From an optimization exercise on the open Yosys and OpenROAD flow, aimed at small area and a short achievable clock period; shortcuts taken in it are not production practice. The RTL was checked by simulation tests, not by an equivalence proof against the original design. Power figures rest on the tool's default switching activity, not on a simulated workload.

==> run a <==
Design fir_filter, start of the top module:
module fir_filter (
   input  logic               clk,
   input  logic               rst,
   input  logic signed [15:0] inp,
   output logic signed [39:0] outp
);
==> flow/config.mk <==
export PLATFORM = sky130hd
export DESIGN_NAME = fir_filter
export DESIGN_NICKNAME = fir_filter
export VERILOG_FILES = /design/flow/design.v
export SDC_FILE = /design/flow/constraint.sdc
export NUM_CORES = 4
export LEC_CHECK = 0
export CAP_MARGIN = 20
export CORE_MARGIN = 2
export CORE_UTILIZATION = 60
export CTS_BUF_LIST = sky130_fd_sc_hd__clkbuf_16
export CTS_CLUSTER_DIAMETER = 80
export CTS_CLUSTER_SIZE = 30
export PLACE_DENSITY = 0.72
export SETUP_SLACK_MARGIN = 4.4
export SLEW_MARGIN = 20
export SYNTH_HIERARCHICAL = 1
export SYNTH_MINIMUM_KEEP_SIZE = 0
==> flow/constraint.sdc <==
create_clock -name core_clock -period 9.0 [get_ports {clk}]
set_input_delay 1.8000 -clock core_clock [delete_from_list [all_inputs] [get_ports {clk}]]
set_output_delay 1.8000 -clock core_clock [all_outputs]
set_load 0.01 [all_outputs]
run.sh (not shown) runs the stock make flow with config.mk's settings and CLKGATE_MAP_FILE= SYNTH_SCRIPT=/design/flow/synth_recipe.tcl, a recipe that flattens the netlist after the stock synthesis.
==> inputs of run b, as changes to run a <==
Settings changed: CORE_UTILIZATION 60 to 40, PLACE_DENSITY 0.72 to unset.
==> notes.md <==
                                                     run a       run b
Peak supply drop                                    188 µV      189 µV
FILL cells                                            6941       12602
Design Power                                      0.0161 W    0.0163 W
Share of total power consumed by net switching       0.398       0.400
Fraction of cell area in non-clock buffers          0.0179      0.0142
CORE AREA                                        93300 µm²  140000 µm²
Worst-Margin Slew                                  1.06 ns     1.01 ns
Total length of routed met2 wires                  65.0 mm     71.9 mm
Final worst hold slack                            0.439 ns    0.423 ns
Launch point of the worst hold path               d[13][4]    d[21][6]
Outcome                           timing/DRC/antenna clean  timing/DRC/antenna clean
Normalized max-slew margin                           0.283       0.328
Minimum setup slack after placement                3.99 ns     4.18 ns
Worst Path Required                                9.55 ns     9.59 ns
Crit path from                                    d[14][3]     d[5][3]
TritonCTS Buffers                                       45          50

---

==> build 76: inputs <==
fir_filter, a different RTL version from the one above (not shown whole).
Settings: LEC_CHECK=0, CAP_MARGIN=20, CORE_MARGIN=2, CORE_UTILIZATION=40, CTS_BUF_LIST=sky130_fd_sc_hd__clkbuf_16, CTS_CLUSTER_DIAMETER=80, CTS_CLUSTER_SIZE=30, SLEW_MARGIN=20, SYNTH_HIERARCHICAL=1, SYNTH_MINIMUM_KEEP_SIZE=0; clock period 9.0 ns.
==> build 18 (differences from build 76) <==
--- a/flow/config.mk
+++ b/flow/config.mk
@@ -11,6 +11,7 @@
 export CTS_BUF_LIST = sky130_fd_sc_hd__clkbuf_16
 export CTS_CLUSTER_DIAMETER = 80
 export CTS_CLUSTER_SIZE = 30
+export SETUP_SLACK_MARGIN = 4.3
 export SLEW_MARGIN = 20
 export SYNTH_HIERARCHICAL = 1
 export SYNTH_MINIMUM_KEEP_SIZE = 0
==> qor summary <==
| quantity | build 18 | build 76 |
|---|---|---|
| Run status | timing/DRC/antenna clean | timing/DRC/antenna clean |
| Fraction of met2 tracks used by global routing | 34.58% | 34.21% |
| Net switching power figure | 5.820 mW | 5.773 mW |
| Vias in the first global route | 33,440 | 33,290 |
| Maximum resistive drop on vdd | 0.2078 mV | 0.2097 mV |
| Critical Path Source | d[0][4]$_SDFF_PP0_ | d[0][14]$_SDFF_PP0_ |
| Number of gates on the worst path with buffers counted | 13 | 12 |
| Layout cell share with drive strength beyond 1 | 10.75% | 6.956% |
| GR met1 Demand/Resource | 29.62% | 29.32% |
| Filler-free cell count of the finished design | 5,821 | 5,762 |
| Gr usage total | 21.88% | 21.67% |
| Setup fix buffers added after clock tree synthesis | 30 | 0 |
| Layout Skew | 0.04252 ns | 0.04182 ns |
| Post-layout worst setup margin | 4.352 ns | 3.587 ns |

---

==> inputs of run X <==
fir_filter, a different RTL version from the one above (not shown whole).
## fir_filter
module fir_filter (
   input  logic               clk,
   input  logic               rst,
   input  logic signed [15:0] inp,
   output logic signed [39:0] outp
);
   logic [15:0] d [31];
   logic [31:0] y_q;
   logic r4_0_0;
   logic r4_0_1;
   logic r4_1_0;
   logic r4_1_1;
   logic r4_2_0;
   logic r4_2_1;
   logic r4_3_0;
   logic r4_3_1;
   logic r4_4_0;
   logic r4_4_1;
   logic r4_5_0;
   logic r4_5_1;
   logic r4_6_0;
   logic r4_6_1;
   logic r4_7_0;
   logic r4_7_1;
   logic r4_8_0;
   logic r4_8_1;
   logic r4_9_0;
   logic r4_9_1;
   logic r4_10_0;
   logic r4_10_1;
   logic r4_11_0;
   logic r4_11_1;
   logic r4_12_0;
   logic r4_12_1;
   logic r4_13_0;
   logic r4_13_1;
   logic r4_14_0;
   logic r4_14_1;
   logic r4_15_0;
   logic r4_15_1;
   logic r4_16_0;
   logic r4_16_1;
   logic r4_17_0;
   logic r4_17_1;
   logic r4_18_0;
   logic r4_18_1;
   logic r4_19_0;
   logic r4_19_1;
   logic r4_20_0;
   logic r4_20_1;
   logic r4_21_0;
   logic r4_21_1;
   logic r4_22_0;
   logic r4_22_1;
   logic r4_23_0;
   logic r4_23_1;
   logic r4_24_0;
   logic r4_24_1;
   logic r4_25_0;
   logic r4_25_1;
   logic r4_26_0;
   logic r4_26_1;
   logic r4_27_0;
   logic r4_27_1;
  ...
Settings: LEC_CHECK=0, CAP_MARGIN=20, CORE_MARGIN=2, CORE_UTILIZATION=65, PLACE_DENSITY=0.75, SLEW_MARGIN=20, SYNTH_HIERARCHICAL=1, SYNTH_MINIMUM_KEEP_SIZE=0; clock period 9.0 ns.
==> run F (differences from run X) <==
--- a/flow/config.mk
+++ b/flow/config.mk
@@ -7,8 +7,7 @@
 export LEC_CHECK = 0
 export CAP_MARGIN = 20
 export CORE_MARGIN = 2
-export CORE_UTILIZATION = 65
-export PLACE_DENSITY = 0.75
+export CORE_UTILIZATION = 40
 export SLEW_MARGIN = 20
 export SYNTH_HIERARCHICAL = 1
 export SYNTH_MINIMUM_KEEP_SIZE = 0
==> comparison table <==
| item | run F | run X |
|---|---|---|
| Total Die Area | 0.138 mm² | 0.0854 mm² |
| Status | timing/DRC/antenna clean | timing/DRC/antenna clean |
| Launch instance of the worst min-delay path | d[24][1] | d[24][14] |
| Layout net count | 5489 | 5480 |
| Overall track demand over capacity in global routing | 19.8% | 32.2% |
| Average wire per standard cell | 21.8 µm | 24.8 µm |
| First-pass GRT wire length | 198 mm | 198 mm |
| Chip height | 371 µm | 292 µm |
| Number of diodes added for antenna fixing | 1 | 0 |
| Relative contribution of sequential cells to total power | 26.8% | 28.0% |
| Clock period minus final worst setup slack | 5.34 ns | 5.37 ns |
| Power drawn by the combinational cells | 0.00677 W | 0.00660 W |
| Largest incremental delay on the critical path | 0.66 ns | 0.68 ns |
| Comb power frac | 46.6% | 47.5% |
| Met1 demand-to-capacity share in global routing | 27.3% | 48.7% |
| Vias in the first global route | 32400 | 32600 |
| Post-route worst setup slack | 3.66 ns | 3.63 ns |
| Post-route core utilization | 44.6% | 71.1% |
| Switching portion of total power | 36.9% | 36.8% |
| Effective utilization at floorplan | 40.4% | 65.8% |
| Leakage power summed over all cells | 23.4 nW | 23.2 nW |
| Capture instance of the worst register-to-register path | r2_17_0 | r4_20_0 |

---

==> inputs of trial 25 <==
Starting RTL as in the previous note.
==> flow/config.mk <==
export PLATFORM = sky130hd
export DESIGN_NAME = fir_filter
export DESIGN_NICKNAME = fir_filter
export VERILOG_FILES = /design/flow/design.v
export SDC_FILE = /design/flow/constraint.sdc
export NUM_CORES = 4
export LEC_CHECK = 0
export CAP_MARGIN = 20
export CORE_MARGIN = 2
export CORE_UTILIZATION = 40
export CTS_BUF_LIST = sky130_fd_sc_hd__clkbuf_4 sky130_fd_sc_hd__clkbuf_8
export SLEW_MARGIN = 20
export SYNTH_HIERARCHICAL = 1
export SYNTH_MINIMUM_KEEP_SIZE = 0
==> flow/constraint.sdc <==
create_clock -name core_clock -period 9.0 [get_ports {clk}]
set_input_delay 1.8000 -clock core_clock [delete_from_list [all_inputs] [get_ports {clk}]]
set_output_delay 1.8000 -clock core_clock [all_outputs]
set_load 0.01 [all_outputs]
==> inputs of trial 4, as changes to trial 25 <==
- CTS_BUF_LIST: sky130_fd_sc_hd__clkbuf_4 sky130_fd_sc_hd__clkbuf_8 -> unset
- SETUP_SLACK_MARGIN: unset -> 4.2
==> summary of the runs <==
Trial 25 passed the timing, DRC and antenna checks. Trial 4 finished clean. Critical path depth: trial 4 is lower than trial 25 (1). Global-route usage: trial 4 is higher than trial 25 (0.40 points). Synthesized cell count is the same in trial 4 and trial 25. Against trial 25, the cell count of trial 4 is higher by about 1.5%. Sequential power is about the same in trial 4 and trial 25.

==> re-timing with driven ports <==
Ports are ideal in the flow. The routed layouts listed here were re-timed in OpenROAD.
Step 1 sets driving cells, clkbuf_16 on the clock port and buf_2 on the other inputs (assumed; they add their load-dependent delay and slew).
Step 2, shift: input delay + t, output delay - t, t = (earliest + latest rising clock arrival at the registers) / 2. This alone moves slack from input paths to output paths.
a / b / c = no drivers / after step 1 / after step 2; a / b = the first two.
run	shift t [ns]	setup WS [ns]	hold slack, ns
run a	0.728	4.419 / 4.419 / 4.419	0.439 / 0.439 / 0.439
run b	0.758	4.463 / 4.463 / 4.463	0.423 / 0.423 / 0.423
build 76	0.754	3.587 / 3.587 / 3.587	0.404 / 0.404 / 0.404
build 18	0.756	4.352 / 4.352 / 4.352	0.403 / 0.403 / 0.403
run X	0.711	3.632 / 3.632 / 3.632	0.435 / 0.435 / 0.435
run F	0.759	3.662 / 3.662 / 3.662	0.410 / 0.410 / 0.410
trial 25	0.907	3.625 / 3.625 / 3.625	0.406 / 0.406 / 0.406
trial 4	0.754	4.019 / 4.019 / 4.019	0.413 / 0.413 / 0.413
After both steps every run listed still meets setup and hold.
